This design comes from an exercise in tuning for a short achievable clock period and few clock cycles per item on the open sky130 flow, not from production work.
The clock input has no modelled driver; a real chip could not lean on it and would need a root buffer or a full tree.
No activity file was given, so power comes from the tool's default toggle rates.

==> run a <==
// framebuffer_center_or_nn_scale_addr_top
module framebuffer_center_or_nn_scale_addr_top #(
    parameter int unsigned MAX_CANVAS_DIM = 1024
) (
    input  logic        clk,
    input  logic        rst_n,
    input  logic        psel,
    input  logic        penable,
    input  logic        pwrite,
    input  logic [4:0]  paddr,
    input  logic [31:0] pwdata,
    output logic [31:0] prdata,
    output logic        pready,
    input  logic        req_valid,
    output logic        req_ready,
    input  logic        buffer_select,
    output logic        rsp_valid,
    input  logic        rsp_ready,
    output logic        status,
    output logic [19:0] source_index,
    output logic [19:0] dest_index,
    output logic        frame_last,
    output logic [31:0] control_word
);
    logic               cfg_ok, close_evt, clr_evt, rej, fits;
    logic [FsizeW-1:0]  fsize;
    logic [DimW-1:0]    wlim1, hlim1, djump, wdim;
    logic [DimW+1:0]    w3;
    logic [DimW+2:0]    w5;
    logic [IdxW-1:0]    drel0, srow0;
    logic [AccW-1:0]    cstep_e, cacc0, rstep_e, racc0;
    logic               a_valid, a_bsel, rsp_pop;
    assign pready = 1'b1;
    fbnn_cfg #(
        .MAX_CANVAS_DIM(MAX_CANVAS_DIM)
    ) u_cfg (
        .clk       (clk),
        .rst_n     (rst_n),
        .psel      (psel),
        .penable   (penable),
        .pwrite    (pwrite),
        .paddr     (paddr),
        .pwdata    (pwdata),
        .prdata    (prdata),
        .cfg_ok    (cfg_ok),
        .close_evt (close_evt),
  ...
clock: 10.0 ns
lec_check: 0
abc_clock_period_in_ps: 2700
cap_margin: 20
core_margin: 2
core_utilization: 65
slew_margin: 20
standard.sh (not shown) runs the stock make flow with config.mk's settings and CLKGATE_MAP_FILE= SYNTH_SCRIPT=/design/flow/synth_recipe.tcl, a recipe that flattens the netlist after the stock synthesis.
==> flow/flow/run.sh <==
#!/bin/bash
# Standard ORFS layout with two changes:
#  - timing repair aims at a shorter period than the clock's (repair_timing's
#    setup margin, from flow/margin.txt);
#  - the clock tree is a balanced two-level buffer tree built by
#    flow/clock_tree.tcl in place of TritonCTS (hooked in as PRE_CTS_TCL).
# All make/OpenROAD output goes to make.log; ORFS keeps per-step logs under orfs/logs.
set -euo pipefail
HERE=$(pwd)
MARGIN=$(cat flow/margin.txt)
bash standard.sh SETUP_SLACK_MARGIN=$MARGIN PRE_CTS_TCL=$HERE/flow/clock_tree.tcl finish > make.log 2>&1
==> flow/flow/clock_tree.tcl <==
set ct_leaf_size [expr {[info exists ::env(CT_LEAF_SIZE)] ? $::env(CT_LEAF_SIZE) : 24}]
set ct_roots     [expr {[info exists ::env(CT_ROOTS)] ? $::env(CT_ROOTS) : 4}]
set ct_leaf_cell [expr {[info exists ::env(CT_LEAF_CELL)] ? $::env(CT_LEAF_CELL) : "sky130_fd_sc_hd__clkbuf_16"}]
set ct_root_cell [expr {[info exists ::env(CT_ROOT_CELL)] ? $::env(CT_ROOT_CELL) : "sky130_fd_sc_hd__clkbuf_16"}]

proc ct_split {pts k} {
  # pts: list of {item x y}; returns k groups of nearly equal size.
  if {$k <= 1 || [llength $pts] <= 1} { return [list $pts] }
  set xs [lmap p $pts {lindex $p 1}]
  set ys [lmap p $pts {lindex $p 2}]
  set dx [expr {[tcl::mathfunc::max {*}$xs] - [tcl::mathfunc::min {*}$xs]}]
  set dy [expr {[tcl::mathfunc::max {*}$ys] - [tcl::mathfunc::min {*}$ys]}]
  set idx [expr {$dx >= $dy ? 1 : 2}]
  set sorted [lsort -real -index $idx $pts]
  set k1 [expr {$k / 2}]
  set k2 [expr {$k - $k1}]
  set n [llength $sorted]
  set n1 [expr {int(round(double($n) * $k1 / $k))}]
  set a [lrange $sorted 0 [expr {$n1 - 1}]]
  set b [lrange $sorted $n1 end]
  return [concat [ct_split $a $k1] [ct_split $b $k2]]
}

proc ct_centroid {grp} {
  set sx 0.0; set sy 0.0
  foreach p $grp { set sx [expr {$sx + [lindex $p 1]}]; set sy [expr {$sy + [lindex $p 2]}] }
  set n [llength $grp]
  return [list [expr {int($sx / $n)}] [expr {int($sy / $n)}]]
}

proc ct_place {inst xy} {
  set m [$inst getMaster]
  set x [expr {[lindex $xy 0] - [$m getWidth] / 2}]
  set y [expr {[lindex $xy 1] - [$m getHeight] / 2}]
  $inst setLocation $x $y
  $inst setPlacementStatus PLACED
}

set ct_block [ord::get_db_block]
set ct_db [ord::get_db]
set ct_port [$ct_block findBTerm clk]
set ct_net [$ct_port getNet]
set ct_leafm [$ct_db findMaster $ct_leaf_cell]
set ct_rootm [$ct_db findMaster $ct_root_cell]

set ct_sinks {}
foreach it [$ct_net getITerms] {
  set inst [$it getInst]
  lassign [$inst getLocation] x y
  set m [$inst getMaster]
  lappend ct_sinks [list $it [expr {$x + [$m getWidth] / 2}] [expr {$y + [$m getHeight] / 2}]]
}
set ct_n [llength $ct_sinks]
set ct_nleaf [expr {int(ceil(double($ct_n) / $ct_leaf_size))}]
if {$ct_nleaf < $ct_roots} { set ct_nleaf $ct_roots }
puts "clock_tree: $ct_n sinks, $ct_nleaf leaf buffers, $ct_roots root buffers"

# Leaf level.
set ct_leaves {}
set i 0
foreach grp [ct_split $ct_sinks $ct_nleaf] {
  set inst [odb::dbInst_create $ct_block $ct_leafm "clkleaf_$i"]
  set net [odb::dbNet_create $ct_block "clk_leaf_$i"]
  $net setSigType CLOCK
  [$inst findITerm X] connect $net
  foreach p $grp {
    set it [lindex $p 0]
    $it disconnect
    $it connect $net
  }
  set xy [ct_centroid $grp]
  ct_place $inst $xy
  lappend ct_leaves [list $inst {*}$xy]
  incr i
}

# Root level: the clock port drives the root buffers directly.
set i 0
foreach grp [ct_split $ct_leaves $ct_roots] {
  set inst [odb::dbInst_create $ct_block $ct_rootm "clkroot_$i"]
  set net [odb::dbNet_create $ct_block "clk_root_$i"]
  $net setSigType CLOCK
  [$inst findITerm A] connect $ct_net
  [$inst findITerm X] connect $net
  foreach p $grp {
    [[lindex $p 0] findITerm A] connect $net
  }
  ct_place $inst [ct_centroid $grp]
  incr i
}
$ct_net setSigType CLOCK

# Skip TritonCTS: the tree is built.
proc clock_tree_synthesis {args} { puts "clock_tree: TritonCTS skipped, tree built by clock_tree.tcl" }
set_propagated_clock [all_clocks]
Other scripts of this flow, unchanged in this note and not shown: flow/flow/margin.txt
==> inputs of run b, as changes to run a <==
--- a/flow/config.mk
+++ b/flow/config.mk
@@ -6,7 +6,7 @@
 export NUM_CORES = 4
 export LEC_CHECK = 0
 export ABC_CLOCK_PERIOD_IN_PS = 2700
 export CAP_MARGIN = 20
 export CORE_MARGIN = 2
-export CORE_UTILIZATION = 65
+export CORE_UTILIZATION = 40
 export SLEW_MARGIN = 20
==> inputs of run c, as changes to run a <==
--- a/flow/design.v
+++ b/flow/design.v
@@ -6,11 +6,11 @@
     localparam int unsigned StepW  = 26;
     localparam int unsigned CountW = 30;
     localparam int unsigned FsizeW = 19;
     localparam int unsigned OffW   = 9;
     localparam int unsigned ModeW  = 3;
-    localparam int unsigned PayW   = 1 + IdxW + IdxW + 1 + CountW + 1;
+    localparam int unsigned PayW   = 1 + IdxW + IdxW + 1 + 1;
 endpackage
 import fbnn_pkg::*;
 module fbnn_cfg #(
     parameter int unsigned MAX_CANVAS_DIM = 1024
 ) (
@@ -175,16 +175,16 @@
         .start (div_go),
         .num   (h_sat),
         .den   (rl_c),
         .quo   (rq)
     );
+    assign cstep_e = fits ? 27'h10000 : {1'b0, cq};
+    assign cacc0   = fits ? '0 : {2'b0, cq[StepW-1:1]};
+    assign rstep_e = {1'b0, rq};
+    assign racc0   = {2'b0, rq[StepW-1:1]};
     always_ff @(posedge clk)
     begin
-        cstep_e <= fits ? 27'h10000 : {1'b0, cq};
-        cacc0   <= fits ? '0 : {2'b0, cq[StepW-1:1]};
-        rstep_e <= {1'b0, rq};
-        racc0   <= {2'b0, rq[StepW-1:1]};
         case (rq[18:17])
             2'd0:    srow0 <= '0;
             2'd1:    srow0 <= fits ? '0 : {10'b0, wdim};
             2'd2:    srow0 <= fits ? '0 : {9'b0, wdim, 1'b0};
             default: srow0 <= fits ? '0 : {8'b0, w3};
@@ -227,39 +227,39 @@
     input  logic cfg_ok,      
     input  logic rsp_pop,     
     output logic a_valid,
     output logic a_bsel
 );
-    logic       ready_reg;
-    logic [2:0] cnt_reg;
+    logic       ready_reg, ready_out;
+    logic [Credits-1:0] th_reg, th_nx;
     logic       acc;
-    assign req_ready = ready_reg;
+    assign req_ready = ready_out;
     assign acc       = req_valid && ready_reg;
-    logic [2:0] cnt_p1, cnt_m1;
-    assign cnt_p1 = cnt_reg + 1'b1;
-    assign cnt_m1 = cnt_reg - 1'b1;
-    logic cnt_le0, cnt_lem1;
-    assign cnt_le0  = (cnt_reg <= 3'(Credits - 1));
-    assign cnt_lem1 = (cnt_reg <= 3'(Credits - 2));
+    assign th_nx     = rsp_pop ? (acc ? th_reg : {1'b0, th_reg[Credits-1:1]})
+                               : (acc ? {th_reg[Credits-2:0], 1'b1} : th_reg);
     always_ff @(posedge clk)
     begin
         a_bsel <= buffer_select;
     end
     always_ff @(posedge clk or negedge rst_n)
     begin
         if (!rst_n)
         begin
             ready_reg <= 1'b0;
-            cnt_reg   <= '0;
+            ready_out <= 1'b0;
+            th_reg    <= '0;
             a_valid   <= 1'b0;
         end
         else
         begin
             a_valid <= acc;
-            cnt_reg <= rsp_pop ? (acc ? cnt_reg : cnt_m1) : (acc ? cnt_p1 : cnt_reg);
-            ready_reg <= (rsp_pop ? (!acc || cnt_le0) : (acc ? cnt_lem1 : cnt_le0))
+            th_reg  <= th_nx;
+            ready_reg <= (rsp_pop ? (!acc || !th_reg[Credits-1])
+                                  : (acc ? !th_reg[Credits-2]
+                                         : !(th_reg[Credits-1] && th_reg[Credits-2])))
                          && cfg_ok && !block;
+            ready_out <= !th_nx[Credits-1] && cfg_ok && !block;
         end
     end
 endmodule
 import fbnn_pkg::*;
 module fbnn_div (
@@ -366,25 +366,22 @@
     logic               lrow_reg;     
     logic [AccW-1:0]    cacc_reg;
     logic [AccW-1:0]    racc_reg;
     logic [IdxW-1:0]    srow_reg;     
     logic [IdxW-1:0]    drel_reg;     
-    logic [CountW-1:0]  fc_reg;
     logic [FracBits:0]      p1_lo_reg;
     logic [AccW-FracBits-1:0] p1_hia_reg, p1_hib_reg;
     logic [AccW-1:0]        racc_nx_reg;
     logic [2:0]             p2_cur_reg;
     logic [2:0]             dlt_reg;
     logic [IdxW-1:0]        sinc_reg;
     logic               pix, last, lat_eff, start, adv;
-    logic [CountW-1:0]  fc_inc;
     assign pix     = a_valid && !rej;
     assign last    = eol_reg && lrow_reg;
     assign lat_eff = inf_reg ? lat_reg : a_bsel;
     assign start   = (a_valid && (rej || last)) || (!inf_reg && !a_valid) || close_evt;
     assign adv     = pix && !last;
-    assign fc_inc  = fc_reg + 1'b1;
     always_ff @(posedge clk)
     begin
         p1_lo_reg   <= {1'b0, racc_reg[FracBits-1:0]} + {1'b0, rstep_e[FracBits-1:0]};
         p1_hia_reg  <= racc_reg[AccW-1:FracBits];
         p1_hib_reg  <= rstep_e[AccW-1:FracBits];
@@ -447,11 +444,10 @@
     always_ff @(posedge clk or negedge rst_n)
     begin
         if (!rst_n)
         begin
             inf_reg <= 1'b0;
-            fc_reg  <= '0;
         end
         else
         begin
             if (close_evt || (a_valid && (rej || last)))
             begin
@@ -459,37 +455,27 @@
             end
             else if (pix)
             begin
                 inf_reg <= 1'b1;
             end
-            if (clr_evt)
-            begin
-                fc_reg <= '0;
-            end
-            else if (pix && last)
-            begin
-                fc_reg <= fc_inc;
-            end
         end
     end
     logic               r_valid;
     logic               r_rej;
     logic [IdxW-1:0]    r_srow;
     logic [DimW:0]      r_col;
     logic [IdxW-1:0]    r_drel;
     logic               r_hi;         
     logic               r_last;
-    logic [CountW:0]    r_ctrl;       
     always_ff @(posedge clk)
     begin
         r_rej  <= rej;
         r_srow <= srow_reg;
         r_col  <= cacc_reg[AccW-1:FracBits];
         r_drel <= drel_reg;
         r_hi   <= lat_eff;
         r_last <= last;
-        r_ctrl <= last ? {fc_inc, lat_eff} : '0;
     end
     always_ff @(posedge clk or negedge rst_n)
     begin
         if (!rst_n)
         begin
@@ -510,50 +496,50 @@
         begin
             res = {1'b1, {(PayW-1){1'b0}}};
         end
         else
         begin
-            res = {1'b0, src_c, dst_c, r_last, r_ctrl};
+            res = {1'b0, src_c, dst_c, r_last, r_last && r_hi};
         end
     end
     logic [PayW-1:0] q_mem [0:QDepth-1];
     logic [2:0]      wp_reg, rp_reg;
-    logic [2:0]      qc_reg;
-    logic            ov_reg;
+    logic [QDepth-1:0] qth_reg;    
+    logic            ov_reg, ov_out;
     logic [PayW-1:0] o_reg;
     logic            pop;
     logic [2:0]      wp_p1, rp1_reg;
     logic [PayW-1:0] head0, head1, headp;
-    logic [2:0]      qc_p1, qc_m1;
-    logic            qc_ge1, qc_ge2;
     assign wp_p1   = (wp_reg == 3'(QDepth - 1)) ? 3'd0 : wp_reg + 1'b1;
-    assign qc_p1   = qc_reg + 1'b1;
-    assign qc_m1   = qc_reg - 1'b1;
-    assign qc_ge1  = (qc_reg != 3'd0);
-    assign qc_ge2  = (qc_reg >= 3'd2);
     assign pop     = ov_reg && rsp_ready;
     assign rsp_pop = pop;
     assign head0   = q_mem[rp_reg];
     assign head1   = q_mem[rp1_reg];
     assign headp   = ov_reg ? head1 : head0;
+    logic [CountW-1:0] fcp1_reg, o_fc, fc0, fcp;
+    assign fc0 = head0[1] ? fcp1_reg : '0;
+    assign fcp = headp[1] ? fcp1_reg : '0;
     always_ff @(posedge clk)
     begin
         if (r_valid)
         begin
             q_mem[wp_reg] <= res;
         end
         o_reg <= rsp_ready ? headp : head0;
+        o_fc  <= rsp_ready ? fcp : fc0;
     end
     always_ff @(posedge clk or negedge rst_n)
     begin
         if (!rst_n)
         begin
             wp_reg <= '0;
             rp_reg <= '0;
             rp1_reg <= 3'd1;
-            qc_reg <= '0;
+            qth_reg <= '0;
             ov_reg <= 1'b0;
+            ov_out <= 1'b0;
+            fcp1_reg <= 30'd1;
         end
         else
         begin
             if (r_valid)
             begin
@@ -562,20 +548,30 @@
             if (pop)
             begin
                 rp_reg  <= rp1_reg;
                 rp1_reg <= (rp1_reg == 3'(QDepth - 1)) ? 3'd0 : rp1_reg + 1'b1;
             end
-            qc_reg <= pop ? (r_valid ? qc_reg : qc_m1) : (r_valid ? qc_p1 : qc_reg);
-            ov_reg <= pop ? qc_ge2 : qc_ge1;
+            qth_reg <= pop ? (r_valid ? qth_reg : {1'b0, qth_reg[QDepth-1:1]})
+                           : (r_valid ? {qth_reg[QDepth-2:0], 1'b1} : qth_reg);
+            ov_reg <= pop ? qth_reg[1] : qth_reg[0];
+            ov_out <= qth_reg[1] || (qth_reg[0] && !pop);
+            if (clr_evt)
+            begin
+                fcp1_reg <= 30'd1;
+            end
+            else if (pop && o_reg[1])
+            begin
+                fcp1_reg <= fcp1_reg + 1'b1;
+            end
         end
     end
-    assign rsp_valid    = ov_reg;
+    assign rsp_valid    = ov_out;
     assign status       = o_reg[PayW-1];
     assign source_index = o_reg[PayW-2 -: IdxW];
     assign dest_index   = o_reg[PayW-2-IdxW -: IdxW];
-    assign frame_last   = o_reg[CountW+1];
-    assign control_word = {o_reg[CountW:1], 1'b0, o_reg[0]};
+    assign frame_last   = o_reg[1];
+    assign control_word = {o_fc, 1'b0, o_reg[0]};
 endmodule
 import fbnn_pkg::*;
 module framebuffer_center_or_nn_scale_addr_top #(
     parameter int unsigned MAX_CANVAS_DIM = 1024
 ) (
==> flow/flow/run.sh (replaced) <==
#!/bin/bash
# Standard ORFS layout with these changes:
#  - timing repair aims at a shorter period than the clock's (repair_timing's
#    setup margin, from flow/margin.txt);
#  - before clock tree synthesis, each flip-flop that only drives an output
#    port's buffer is moved next to that buffer (flow/io_pull.tcl);
#  - the clock tree is a balanced two-level buffer tree built by
#    flow/clock_tree.tcl in place of TritonCTS.
# Both scripts run in the CTS step through its PRE_CTS_TCL hook (pre_cts.tcl).
# All make/OpenROAD output goes to make.log; ORFS keeps per-step logs under orfs/logs.
set -euo pipefail
HERE=$(pwd)
MARGIN=$(cat flow/margin.txt)
bash standard.sh SETUP_SLACK_MARGIN=$MARGIN PRE_CTS_TCL=$HERE/flow/pre_cts.tcl finish > make.log 2>&1
--- a/flow/flow/clock_tree.tcl
+++ b/flow/flow/clock_tree.tcl
@@ -1,9 +1,9 @@
 set ct_leaf_size [expr {[info exists ::env(CT_LEAF_SIZE)] ? $::env(CT_LEAF_SIZE) : 24}]
 set ct_roots     [expr {[info exists ::env(CT_ROOTS)] ? $::env(CT_ROOTS) : 4}]
 set ct_leaf_cell [expr {[info exists ::env(CT_LEAF_CELL)] ? $::env(CT_LEAF_CELL) : "sky130_fd_sc_hd__clkbuf_16"}]
-set ct_root_cell [expr {[info exists ::env(CT_ROOT_CELL)] ? $::env(CT_ROOT_CELL) : "sky130_fd_sc_hd__clkbuf_16"}]
+set ct_root_cell [expr {[info exists ::env(CT_ROOT_CELL)] ? $::env(CT_ROOT_CELL) : "sky130_fd_sc_hd__buf_16"}]
 
 proc ct_split {pts k} {
   # pts: list of {item x y}; returns k groups of nearly equal size.
   if {$k <= 1 || [llength $pts] <= 1} { return [list $pts] }
   set xs [lmap p $pts {lindex $p 1}]
==> flow/flow/io_pull.tcl (new file) <==
# Move each flip-flop that drives an output port's buffer (and nothing else)
# next to that buffer, so the flip-flop's output wire is short; the buffer
# then drives the wire to the pin. Detailed placement legalizes afterwards.
set iop_block [ord::get_db_block]
set iop_core [$iop_block getCoreArea]
set iop_cx [expr {([$iop_core xMin] + [$iop_core xMax]) / 2}]
set iop_cy [expr {([$iop_core yMin] + [$iop_core yMax]) / 2}]
set iop_moved 0
foreach bterm [$iop_block getBTerms] {
  if {[$bterm getIoType] ne "OUTPUT"} { continue }
  set net [$bterm getNet]
  if {$net eq "NULL"} { continue }
  set buf ""
  foreach it [$net getITerms] { if {[$it isOutputSignal]} { set buf [$it getInst] } }
  if {$buf eq ""} { continue }
  set bin ""
  foreach it [$buf getITerms] { if {[$it isInputSignal]} { set bin $it } }
  if {$bin eq ""} { continue }
  set n2 [$bin getNet]
  if {$n2 eq "NULL"} { continue }
  set drv ""; set nl 0
  foreach it [$n2 getITerms] { if {[$it isOutputSignal]} { set drv [$it getInst] } else { incr nl } }
  if {$drv eq "" || $nl != 1} { continue }
  if {![string match "*__df*" [[$drv getMaster] getName]]} { continue }
  lassign [$buf getLocation] bx by
  set w [[$drv getMaster] getWidth]
  set x [expr {$bx < $iop_cx ? $bx + [[$buf getMaster] getWidth] : $bx - $w}]
  $drv setLocation $x $by
  incr iop_moved
}
puts "io_pull: moved $iop_moved output flip-flops next to their port buffers"
==> flow/flow/pre_cts.tcl (new file) <==
# Hook for the CTS step: place output flip-flops, then build the clock tree.
set pre_cts_dir [file dirname [info script]]
source [file join $pre_cts_dir io_pull.tcl]
source [file join $pre_cts_dir clock_tree.tcl]
==> run summary <==
|  | run c | run b | run a |
|---|---|---|---|
| Worst hold margin | 0.326 ns | 0.327 ns | 0.332 ns |
| Critical path start-end classification | primary input to register | register to output port | register to output port |
| Area of placed instances | 0.0433 sq mm | 0.0527 sq mm | 0.0519 sq mm |
| Fin util | 0.746 | 0.452 | 0.735 |
| Max Clock Skew | 0.0392 ns | 0.0221 ns | 0.0169 ns |
| Area taken by flip-flops and latches | 0.0227 sq mm | 0.0286 sq mm | 0.0286 sq mm |
| Detailed route wirelength on metal2 | 48,400 um | 53,600 um | 54,300 um |
| Arrival @ worst endpoint | 3.49 ns | 1.08 ns | 0.98 ns |
| CP Buf/Inv Count | 3 | 1 | 1 |
| Status | timing/DRC/antenna clean | timing/DRC/antenna clean | timing/DRC/antenna clean |
| Final cell area excluding filler cells | 0.0470 sq mm | 0.0558 sq mm | 0.0556 sq mm |
| Most common cell after layout, fill and taps aside | sky130_fd_sc_hd__dfxtp_1 | sky130_fd_sc_hd__edfxtp_1 | sky130_fd_sc_hd__edfxtp_1 |
| Number of global-route vias before repair | 27,900 | 30,300 | 30,300 |
| Cell count after synthesis | 3,718 | 4,155 | 4,155 |
| Average cell area after synthesis | 11.1 sq um | 11.9 sq um | 11.9 sq um |
| Relative contribution of sequential cells to total power | 0.419 | 0.450 | 0.446 |
| Setup WS pre-CTS | 4.80 ns | 4.73 ns | 4.87 ns |
| Area grow syn2layout | 13.5% | 12.7% | 12.4% |
No run of this note included a check of the RTL's function; only the layout flow was run. No run of this note takes its clock network from TritonCTS; it comes from the design's own scripts or RTL.

[re-timing with driven ports]
No port has a modelled driver above. Below, the same layouts with a new extraction and two added sets of constraints.
Step 1 (the two cells are an assumption about what drives the block):
set clk [get_ports {clk}]
set_driving_cell -lib_cell sky130_fd_sc_hd__clkbuf_16 $clk
set_driving_cell -lib_cell sky130_fd_sc_hd__buf_2 [delete_from_list [all_inputs] $clk]
Step 2 adds t to the input delays and takes it off the output delays; t is the mean of the earliest and latest rising clock arrival at the registers after step 1. Input paths then give back, and output paths get back, about the clock's delay inside the block.
a / b / c = no drivers / after step 1 / after step 2; a / b = the first two.
run	shift t [ns]	setup slack, ns	worst slew at a driven data input, ns
run a	0.568	7.015 / 6.878 / 6.710	0.05
run b	0.591	6.924 / 6.780 / 6.652	0.07
run c	0.532	6.820 / 6.903 / 6.371	0.07
After both steps setup and hold are still met in every run listed. The setup slack of run c, which loses most, moves by +0.083 ns with the drivers and by -0.449 ns with both steps.
